Context: an optimization exercise on an open-source flow, tuned for small area and a short achievable clock period. The choices shown serve that exercise and are no tape-out recipe. Only simulation tests tie the RTL to the original design; equivalence was not proved. Power and IR drop assume default switching activity.

run A:
// comparator_512bit
module comparator_512bit (
    input  logic                   clk,
    input  logic                   reset,
    input  logic                   in_valid,
    input  cmp_pkg::operand_pair_t operands,
    output logic                   result_valid,
    output cmp_pkg::cmp_result_u   result
);
Size in the first run: ~2100 cells after synthesis, about 1000 I/O pins.
==> flow/config.mk <==
export PLATFORM = sky130hd
export DESIGN_NAME = comparator_512bit
export DESIGN_NICKNAME = comparator_512bit
export VERILOG_FILES = /design/flow/design.v
export SDC_FILE = /design/flow/constraint.sdc
export NUM_CORES = 4
export LEC_CHECK = 0
export CAP_MARGIN = 20
export CORE_AREA = 4 4 316 316
export DIE_AREA = 0 0 320 320
export SETUP_SLACK_MARGIN = 1.2
export SLEW_MARGIN = 20
export SYNTH_HIERARCHICAL = 1
==> flow/constraint.sdc <==
create_clock -name core_clock -period 2.8 [get_ports {clk}]
set_input_delay 0.5600 -clock core_clock [delete_from_list [all_inputs] [get_ports {clk}]]
set_output_delay 0.5600 -clock core_clock [all_outputs]
set_load 0.01 [all_outputs]
standard.sh (not shown) runs the stock make flow with config.mk's settings and CLKGATE_MAP_FILE= SYNTH_SCRIPT=/design/flow/synth_recipe.tcl, a recipe that flattens the netlist after the stock synthesis.
==> flow/flow/run.sh <==
#!/bin/bash
# Standard layout, with three changes: the port buffers are the smallest buffer, the
# combinational cells start at their smallest size before floorplanning, and the operand
# pins are placed in runs of positions along the die edge.
set -uo pipefail
HERE=$(pwd)
export BUFFER_PORTS_ARGS="-buffer_cell sky130_fd_sc_hd__buf_1"
export PRE_FLOORPLAN_TCL="$HERE/flow/downsize.tcl"
export PRE_IO_PLACEMENT_TCL="$HERE/flow/io.tcl"
bash standard.sh > "$HERE/standard.log" 2>&1
==> flow/flow/downsize.tcl <==
# Set every combinational cell from synthesis to its smallest drive strength;
# the resizer steps of the flow size up again only where timing, slew or load need it.
set db [ord::get_db]
set n 0
foreach inst [[ord::get_db_block] getInsts] {
  set name [[$inst getMaster] getName]
  if {![regexp {^(sky130_fd_sc_hd__([a-z0-9]+))_([0-9]+)$} $name -> base fn size]} { continue }
  if {[regexp {^(df|dl|sdf|edf|sed|tap|fill|decap|conb|diode)} $fn]} { continue }
  if {$size <= 1} { continue }
  set small [$db findMaster ${base}_1]
  if {$small eq "NULL" || $small eq ""} { continue }
  $inst swapMaster $small
  incr n
}
puts "downsize: $n cells set to drive strength 1"
==> flow/flow/io.tcl <==
# Operand positions in runs of 32: each run's 64 pins (a and b bit of a position side by
# side, positions in order) sit together on one stretch of the die edge, so the comparison
# tree of a run can be placed next to its pins.
set die [ord::get_die_area]
set w [expr {[lindex $die 2] - [lindex $die 0]}]
set h [expr {[lindex $die 3] - [lindex $die 1]}]
# runs per edge: bottom, right, top, left
set edges {bottom right top left}
set counts {5 3 5 3}
set g 0
foreach edge $edges n $counts {
  set len [expr {($edge eq "bottom" || $edge eq "top") ? $w : $h}]
  set step [expr {($len - 10.0) / $n}]
  for {set k 0} {$k < $n} {incr k} {
    set lo [expr {5.0 + $k * $step}]
    set hi [expr {$lo + $step}]
    set pins {}
    for {set i [expr {$g * 32}]} {$i < [expr {$g * 32 + 32}]} {incr i} {
      lappend pins "operands\[[expr {512 + $i}]\]" "operands\[$i\]"
    }
    set_io_pin_constraint -pin_names $pins -region $edge:$lo-$hi
    set_io_pin_constraint -group -order -pin_names $pins
    incr g
  }
}
Changes in run B relative to run A:
-- flow/flow/run.sh --
<<< run A, line 8
export PRE_FLOORPLAN_TCL="$HERE/flow/downsize.tcl"
export PRE_IO_PLACEMENT_TCL="$HERE/flow/io.tcl"
bash standard.sh > "$HERE/standard.log" 2>&1
>>> run B, line 8
export PRE_FLOORPLAN_TCL="$HERE/flow/downsize.tcl"
export PRE_IO_PLACEMENT_TCL="$HERE/flow/io.tcl"
export CTS_ARGS="-sink_clustering_enable -repair_clock_nets -dont_use_dummy_load -buf_list {sky130_fd_sc_hd__clkbuf_4 sky130_fd_sc_hd__clkbuf_8}"
bash standard.sh > "$HERE/standard.log" 2>&1
--- outcome ---
Share of the cycle needed by the critical path after routing: run B > run A
| maximum clock frequency | run B vs run A | about 4% lower |
Higher setup slack among run A and run B: run A
On total power density per cell area: between run A and run B, it ends up higher for run A.
The final layouts of run A and run B pass the timing, DRC and antenna checks.
On flop-to-flop setup slack, run A loses to run B.
Changes observed in run B relative to run A: finished layout cell area lower, final-layout clock-cell area share went down by 0.45 points, clock network latency to the later pin of the worst-skew pair went up 0.04 ns.
Inputs modified between run B and run C:
==> flow/flow/run.sh <==
#!/bin/bash
# Standard layout, with these changes: the port buffers are the smallest buffer, except that
# the output ports get a stronger buffer and stronger registers after global placement, the
# combinational cells start at their smallest size before floorplanning, and the operand
# pins are placed in runs of positions along the die edge.
set -uo pipefail
HERE=$(pwd)
export BUFFER_PORTS_ARGS="-buffer_cell sky130_fd_sc_hd__buf_1"
export POST_GLOBAL_PLACE_TCL="$HERE/flow/outbuf.tcl"
export PRE_FLOORPLAN_TCL="$HERE/flow/downsize.tcl"
export PRE_IO_PLACEMENT_TCL="$HERE/flow/io.tcl"
bash standard.sh > "$HERE/standard.log" 2>&1
==> flow/flow/outbuf.tcl (new file) <==
# The output ports are due early in the cycle: give their port buffers and the registers
# that drive them a stronger drive (same cells, larger size; placement legalizes after).
set db [ord::get_db]
set block [ord::get_db_block]
set ff4 [$db findMaster sky130_fd_sc_hd__dfxtp_4]
set buf4 [$db findMaster sky130_fd_sc_hd__buf_4]
foreach bt [$block getBTerms] {
  if {[$bt getIoType] ne "OUTPUT"} { continue }
  set buf ""
  foreach it [[$bt getNet] getITerms] {
    if {[$it isOutputSignal]} { set buf [$it getInst] }
  }
  if {$buf eq ""} { continue }
  if {[[$buf getMaster] getName] eq "sky130_fd_sc_hd__buf_1"} {
    $buf swapMaster $buf4
    puts "outbuf: [$buf getName] set to buf_4"
  }
  foreach it [$buf getITerms] {
    if {![$it isInputSignal]} { continue }
    foreach d [[$it getNet] getITerms] {
      if {![$d isOutputSignal]} { continue }
      set ff [$d getInst]
      if {[[$ff getMaster] getName] eq "sky130_fd_sc_hd__dfxtp_1"} {
        $ff swapMaster $ff4
        puts "outbuf: [$ff getName] set to dfxtp_4"
      }
    }
  }
}
- Area taken by flip-flops and latches for run C is higher than for run B.
- Comparing run B with run C, the largest net degree at the start of global routing came out essentially unchanged.
- Looking at minimum period implied by the final worst setup slack across both flows, run C is the stronger of the two, with run B trailing.
- Re fraction of area in clock buffers and inverters: run C is 0.45 points up on run B.
- For the via count of the first global-routing pass, run C came in 1.1% higher than run B did.
- Compared with run B, in run C instance count of the mapped netlist saw little to no change; post-route total power saw an increase; worst setup margin saw an increase; post-route clock period utilization saw a decrease; utilization saw little to no change.

---

## run 1
Starting RTL as in the previous note.
clock: 2.8 ns
lec_check: 0
cap_margin: 20
core_area: 4 4 316 316
die_area: 0 0 320 320
setup_slack_margin: 1.5
slew_margin: 20
synth_hierarchical: 1
==> flow/flow/run.sh <==
#!/bin/bash
# Standard layout, with these changes: the input port buffers are the smallest buffer, the
# output ports get a stronger buffer and stronger registers, the combinational cells start
# at their smallest size before floorplanning, and the operand pins are placed in runs of
# positions along the die edge.
set -uo pipefail
HERE=$(pwd)
export BUFFER_PORTS_ARGS="-inputs -buffer_cell sky130_fd_sc_hd__buf_1"
export PRE_GLOBAL_PLACE_TCL="$HERE/flow/outbuf.tcl"
export PRE_FLOORPLAN_TCL="$HERE/flow/downsize.tcl"
export PRE_IO_PLACEMENT_TCL="$HERE/flow/io.tcl"
bash standard.sh > "$HERE/standard.log" 2>&1
==> flow/flow/outbuf.tcl <==
# Buffer the output ports with a stronger buffer than the input ports get, and give the
# registers that drive them a stronger drive, since the outputs are due early in the cycle.
buffer_ports -outputs -buffer_cell sky130_fd_sc_hd__buf_4
set db [ord::get_db]
set block [ord::get_db_block]
set ff4 [$db findMaster sky130_fd_sc_hd__dfxtp_4]
foreach bt [$block getBTerms] {
  if {[$bt getIoType] ne "OUTPUT"} { continue }
  set buf ""
  foreach it [[$bt getNet] getITerms] {
    if {[$it isOutputSignal]} { set buf [$it getInst] }
  }
  if {$buf eq ""} { continue }
  foreach it [$buf getITerms] {
    if {![$it isInputSignal]} { continue }
    foreach d [[$it getNet] getITerms] {
      if {![$d isOutputSignal]} { continue }
      set ff [$d getInst]
      if {[[$ff getMaster] getName] eq "sky130_fd_sc_hd__dfxtp_1"} {
        $ff swapMaster $ff4
        puts "outbuf: [$ff getName] set to dfxtp_4"
      }
    }
  }
}
Scripts as last shown in full above: flow/flow/downsize.tcl, flow/flow/io.tcl
[inputs] run 2 vs run 1
- changing SETUP_SLACK_MARGIN from 1.5 to 1.45
==> flow/flow/run.sh <==
#!/bin/bash
# Standard layout, with three changes: the port buffers are the smallest buffer, the
# combinational cells start at their smallest size before floorplanning, and the operand
# pins are placed in runs of positions along the die edge.
set -uo pipefail
HERE=$(pwd)
export BUFFER_PORTS_ARGS="-buffer_cell sky130_fd_sc_hd__buf_1"
export PRE_FLOORPLAN_TCL="$HERE/flow/downsize.tcl"
export PRE_IO_PLACEMENT_TCL="$HERE/flow/io.tcl"
bash standard.sh > "$HERE/standard.log" 2>&1
removed: flow/flow/outbuf.tcl
==> comparison <==
- Critical path data arrival time (higher): run 2
- On hold slack, run 1 and run 2 are neck and neck.
- Routed wire length delta for run 2 relative to run 1: about 2.8% lower
- Run 1 has a higher design area than run 2.
- Utilization in run 2 is 0.72 points below run 1.
> inputs changed (run 2 -> run 3)
- SETUP_SLACK_MARGIN now 1.2, was 1.45
==> flow/flow/run.sh <==
#!/bin/bash
# Standard layout, with these changes: the input port buffers are the smallest buffer, the
# output ports get a stronger buffer and stronger registers, the combinational cells start
# at their smallest size before floorplanning, and the operand pins are placed in runs of
# positions along the die edge.
set -uo pipefail
HERE=$(pwd)
export BUFFER_PORTS_ARGS="-inputs -buffer_cell sky130_fd_sc_hd__buf_1"
export PRE_GLOBAL_PLACE_TCL="$HERE/flow/outbuf.tcl"
export PRE_FLOORPLAN_TCL="$HERE/flow/downsize.tcl"
export PRE_IO_PLACEMENT_TCL="$HERE/flow/io.tcl"
bash standard.sh > "$HERE/standard.log" 2>&1
==> flow/flow/outbuf.tcl (new file) <==
# Buffer the output ports with a stronger buffer than the input ports get, and give the
# registers that drive them a stronger drive, since the outputs are due early in the cycle.
buffer_ports -outputs -buffer_cell sky130_fd_sc_hd__buf_4
set db [ord::get_db]
set block [ord::get_db_block]
set ff4 [$db findMaster sky130_fd_sc_hd__dfxtp_4]
foreach bt [$block getBTerms] {
  if {[$bt getIoType] ne "OUTPUT"} { continue }
  set buf ""
  foreach it [[$bt getNet] getITerms] {
    if {[$it isOutputSignal]} { set buf [$it getInst] }
  }
  if {$buf eq ""} { continue }
  foreach it [$buf getITerms] {
    if {![$it isInputSignal]} { continue }
    foreach d [[$it getNet] getITerms] {
      if {![$d isOutputSignal]} { continue }
      set ff [$d getInst]
      if {[[$ff getMaster] getName] eq "sky130_fd_sc_hd__dfxtp_1"} {
        $ff swapMaster $ff4
        puts "outbuf: [$ff getName] set to dfxtp_4"
      }
    }
  }
}
On run 3: worst setup slack is 35 ps higher than what run 2 gave. Looking at maximum frequency, run 3 sits 19 MHz higher than run 2 does. [run 3] wire length fell about 2% relative to run 2. Run 3 vs. run 2: total design power shrank by 100 uW; switching power as a share of total power shrank by 0.46 points; power share of the clock group grew by 0.2 points; area of all placed cells without fillers shrank by 2.2%; final count of hold timing violations held steady.

---

Setup of JK:
comparator_512bit, a different RTL version from the one above (not shown whole).
Size: ~2,600 cells after synthesis, roughly 49 flip-flops, roughly 12,000 µm² of cells after synthesis.
==> flow/config.mk <==
export PLATFORM = sky130hd
export DESIGN_NAME = comparator_512bit
export DESIGN_NICKNAME = comparator_512bit
export VERILOG_FILES = /design/flow/design.v
export SDC_FILE = /design/flow/constraint.sdc
export NUM_CORES = 4
export LEC_CHECK = 0
export CAP_MARGIN = 20
export CORE_AREA = 4 4 306 306
export DIE_AREA = 0 0 310 310
export SETUP_SLACK_MARGIN = 1.2
export SLEW_MARGIN = 20
export SYNTH_HIERARCHICAL = 1
==> flow/constraint.sdc <==
create_clock -name core_clock -period 2.8 [get_ports {clk}]
set_input_delay 0.5600 -clock core_clock [delete_from_list [all_inputs] [get_ports {clk}]]
set_output_delay 0.5600 -clock core_clock [all_outputs]
set_load 0.01 [all_outputs]
==> flow/flow/run.sh <==
#!/bin/bash
# Standard layout, with these changes: the port buffers are the smallest buffer, except that
# the output ports get a stronger buffer and stronger registers after global placement, the
# combinational cells start at their smallest size before floorplanning, and the operand
# pins are placed in runs of positions along the die edge.
set -uo pipefail
HERE=$(pwd)
export BUFFER_PORTS_ARGS="-buffer_cell sky130_fd_sc_hd__buf_1"
export POST_GLOBAL_PLACE_TCL="$HERE/flow/outbuf.tcl"
export PRE_FLOORPLAN_TCL="$HERE/flow/downsize.tcl"
export PRE_IO_PLACEMENT_TCL="$HERE/flow/io.tcl"
bash standard.sh > "$HERE/standard.log" 2>&1
==> flow/flow/outbuf.tcl <==
# The output ports are due early in the cycle: give their port buffers and the registers
# that drive them a stronger drive (same cells, larger size; placement legalizes after).
set db [ord::get_db]
set block [ord::get_db_block]
set ff2 [$db findMaster sky130_fd_sc_hd__dfxtp_2]
set buf2 [$db findMaster sky130_fd_sc_hd__buf_2]
foreach bt [$block getBTerms] {
  if {[$bt getIoType] ne "OUTPUT"} { continue }
  set buf ""
  foreach it [[$bt getNet] getITerms] {
    if {[$it isOutputSignal]} { set buf [$it getInst] }
  }
  if {$buf eq ""} { continue }
  if {[[$buf getMaster] getName] eq "sky130_fd_sc_hd__buf_1"} {
    $buf swapMaster $buf2
    puts "outbuf: [$buf getName] set to buf_2"
  }
  foreach it [$buf getITerms] {
    if {![$it isInputSignal]} { continue }
    foreach d [[$it getNet] getITerms] {
      if {![$d isOutputSignal]} { continue }
      set ff [$d getInst]
      if {[[$ff getMaster] getName] eq "sky130_fd_sc_hd__dfxtp_1"} {
        $ff swapMaster $ff2
        puts "outbuf: [$ff getName] set to dfxtp_2"
      }
    }
  }
}
Scripts as last shown in full above: flow/flow/downsize.tcl, flow/flow/io.tcl
JK was carried through to the last stage, and its layout satisfied the timing, DRC and antenna checks.
Modified inputs, MS compared to JK
Settings: DIE_AREA changed from 0 0 310 310 to 0 0 320 320; CORE_AREA changed from 4 4 306 306 to 4 4 316 316.
--- a/flow/flow/run.sh
+++ b/flow/flow/run.sh
@@ -11,0 +12 @@
+export CTS_ARGS="-sink_clustering_enable -repair_clock_nets -dont_use_dummy_load"
[summary]
MS against JK; routed wirelength normalized by instance count is down by a few percent.
Compared with JK, MS shows summed area of non-filler cells in the final layout higher by 96 µm².
From JK to MS the numbers moved as follows: combinational fraction of design power went up 0.9 points, overall power of the completed layout went down 0.000054 W, internal cell power went down 0.000021 W.
Compared MS against JK; sequential power within noise.
Status: via count parity (MS, JK)
In terms of non-clock buffering overhead in the final layout, MS and JK differ only marginally.
Compared with JK, MS degrades wire length of the first global-routing pass.
Edits applied to the flow inputs when going from MS to AL:
--- a/flow/flow/run.sh
+++ b/flow/flow/run.sh
@@ -5 +5,2 @@
-# pins are placed in runs of positions along the die edge.
+# pins are placed in runs of positions along the die edge; clock tree synthesis adds no
+# dummy loads.
@@ -12 +13 @@
-export CTS_ARGS="-sink_clustering_enable -repair_clock_nets -dont_use_dummy_load"
+export CTS_ARGS="-sink_clustering_enable -repair_clock_nets -dont_use_dummy_load -sink_clustering_size 8 -sink_clustering_max_diameter 60"
Notes after the runs:
Power density normalized to cell area essentially unchanged between AL and MS.
Instance count on the critical path: AL vs MS — no meaningful difference
Delta (AL minus MS): via count essentially unchanged; placement row count essentially unchanged; die area has remained practically unchanged.
Diff MS..AL | hold-critical path depth | unchanged
MS → AL: number of antenna violations at the first check in global routing saw little to no change; total power saw little to no change; setup slack saw little to no change; delay contributed by the slowest stage of the critical path saw little to no change.
Multi-input logic area: MS vs AL identical
MS completed end to end with timing, DRC and antenna clean.
Every stage of the flow completed for AL, and the final layout passed the timing, DRC and antenna checks.
--- input diff AL..TR ---
Settings: CTS_CLUSTER_SIZE now 25, previously not set; CTS_CLUSTER_DIAMETER now 200, previously not set.
--- a/flow/flow/run.sh
+++ b/flow/flow/run.sh
@@ -5,2 +5 @@
-# pins are placed in runs of positions along the die edge; clock tree synthesis adds no
-# dummy loads.
+# pins are placed in runs of positions along the die edge.
@@ -13 +11,0 @@
-export CTS_ARGS="-sink_clustering_enable -repair_clock_nets -dont_use_dummy_load -sink_clustering_size 8 -sink_clustering_max_diameter 60"
--- a/flow/flow/outbuf.tcl
+++ b/flow/flow/outbuf.tcl
@@ -5,2 +5,2 @@
-set ff2 [$db findMaster sky130_fd_sc_hd__dfxtp_2]
-set buf2 [$db findMaster sky130_fd_sc_hd__buf_2]
+set ff4 [$db findMaster sky130_fd_sc_hd__dfxtp_4]
+set buf4 [$db findMaster sky130_fd_sc_hd__buf_4]
@@ -15,2 +15,2 @@
-    $buf swapMaster $buf2
-    puts "outbuf: [$buf getName] set to buf_2"
+    $buf swapMaster $buf4
+    puts "outbuf: [$buf getName] set to buf_4"
@@ -24,2 +24,2 @@
-        $ff swapMaster $ff2
-        puts "outbuf: [$ff getName] set to dfxtp_2"
+        $ff swapMaster $ff4
+        puts "outbuf: [$ff getName] set to dfxtp_4"
Findings:
Comparing TR with AL, the routed wire length came out essentially unchanged.
TR and AL ended up with nearly the same placed cell area.
AL → TR: utilization after layout was more or less identical; share of cells above drive strength 1 now sits at about the same level; delay contributed by the slowest stage of the critical path now larger.
For PW, these inputs were changed with respect to TR:
Settings: a deleted CTS_CLUSTER_SIZE that had been 25; a deleted CTS_CLUSTER_DIAMETER that had been 200; a change of CORE_AREA from 4 4 316 316 to 4 4 336 336; a change of DIE_AREA from 0 0 320 320 to 0 0 340 340.
--- a/flow/flow/outbuf.tcl
+++ b/flow/flow/outbuf.tcl
@@ -5,2 +5,2 @@
-set ff4 [$db findMaster sky130_fd_sc_hd__dfxtp_4]
-set buf4 [$db findMaster sky130_fd_sc_hd__buf_4]
+set ff2 [$db findMaster sky130_fd_sc_hd__dfxtp_2]
+set buf2 [$db findMaster sky130_fd_sc_hd__buf_2]
@@ -15,2 +15,2 @@
-    $buf swapMaster $buf4
-    puts "outbuf: [$buf getName] set to buf_4"
+    $buf swapMaster $buf2
+    puts "outbuf: [$buf getName] set to buf_2"
@@ -24,2 +24,2 @@
-        $ff swapMaster $ff4
-        puts "outbuf: [$ff getName] set to dfxtp_4"
+        $ff swapMaster $ff2
+        puts "outbuf: [$ff getName] set to dfxtp_2"
==> comparison <==
Compared to TR, the router laid down more metal wire for PW. Relative to TR, worst path arrival time has decreased by 0.02 ns in PW. PW against TR: global-route wire length before repair decreased about 0.9%; fmax increased about 1.4%. Final total power, PW and TR: larger value in PW.

## re-timing with driven ports
The results above use ideal ports. As a check the final layouts listed here were re-extracted and re-timed, cells and wires unchanged. Step 1 (the two cells are an assumption about what drives the block):
set clk [get_ports {clk}]
set_driving_cell -lib_cell sky130_fd_sc_hd__clkbuf_16 $clk
set_driving_cell -lib_cell sky130_fd_sc_hd__buf_2 [delete_from_list [all_inputs] $clk]
Step 2 moves the port delays by t, midway between the first and last clock arrival at a register: inputs arrive t later, outputs are due t later. That takes back most of the time a late clock gives input paths. Slacks: ideal / step 1 / step 2; pairs: ideal / step 1.
| run | shift t [ns] | setup slack, ns | latest minus earliest clock arrival (ns) |
|---|---|---|---|
| run A | 0.378 | 1.408 / 1.359 / 1.102 | 0.007 / 0.006 |
| run B | 0.409 | 1.347 / 1.299 / 1.103 | 0.024 / 0.024 |
| run C | 0.381 | 1.430 / 1.379 / 1.103 | 0.009 / 0.010 |
| run 1 | 0.379 | 1.516 / 1.466 / 1.167 | 0.014 / 0.014 |
| run 2 | 0.379 | 1.422 / 1.370 / 1.128 | 0.010 / 0.010 |
| run 3 | 0.380 | 1.457 / 1.481 / 1.101 | 0.013 / 0.012 |
| JK | 0.374 | 1.388 / 1.338 / 1.143 | 0.010 / 0.010 |
| MS | 0.376 | 1.451 / 1.400 / 1.157 | 0.011 / 0.011 |
| AL | 0.376 | 1.451 / 1.400 / 1.157 | 0.011 / 0.011 |
| TR | 0.382 | 1.424 / 1.372 / 1.169 | 0.008 / 0.009 |
| PW | 0.398 | 1.442 / 1.389 / 1.165 | 0.011 / 0.011 |
After both steps setup and hold are still met in every run listed. The setup slack of run 3, which loses most, moves by +0.024 ns with the drivers and by -0.356 ns with both steps.
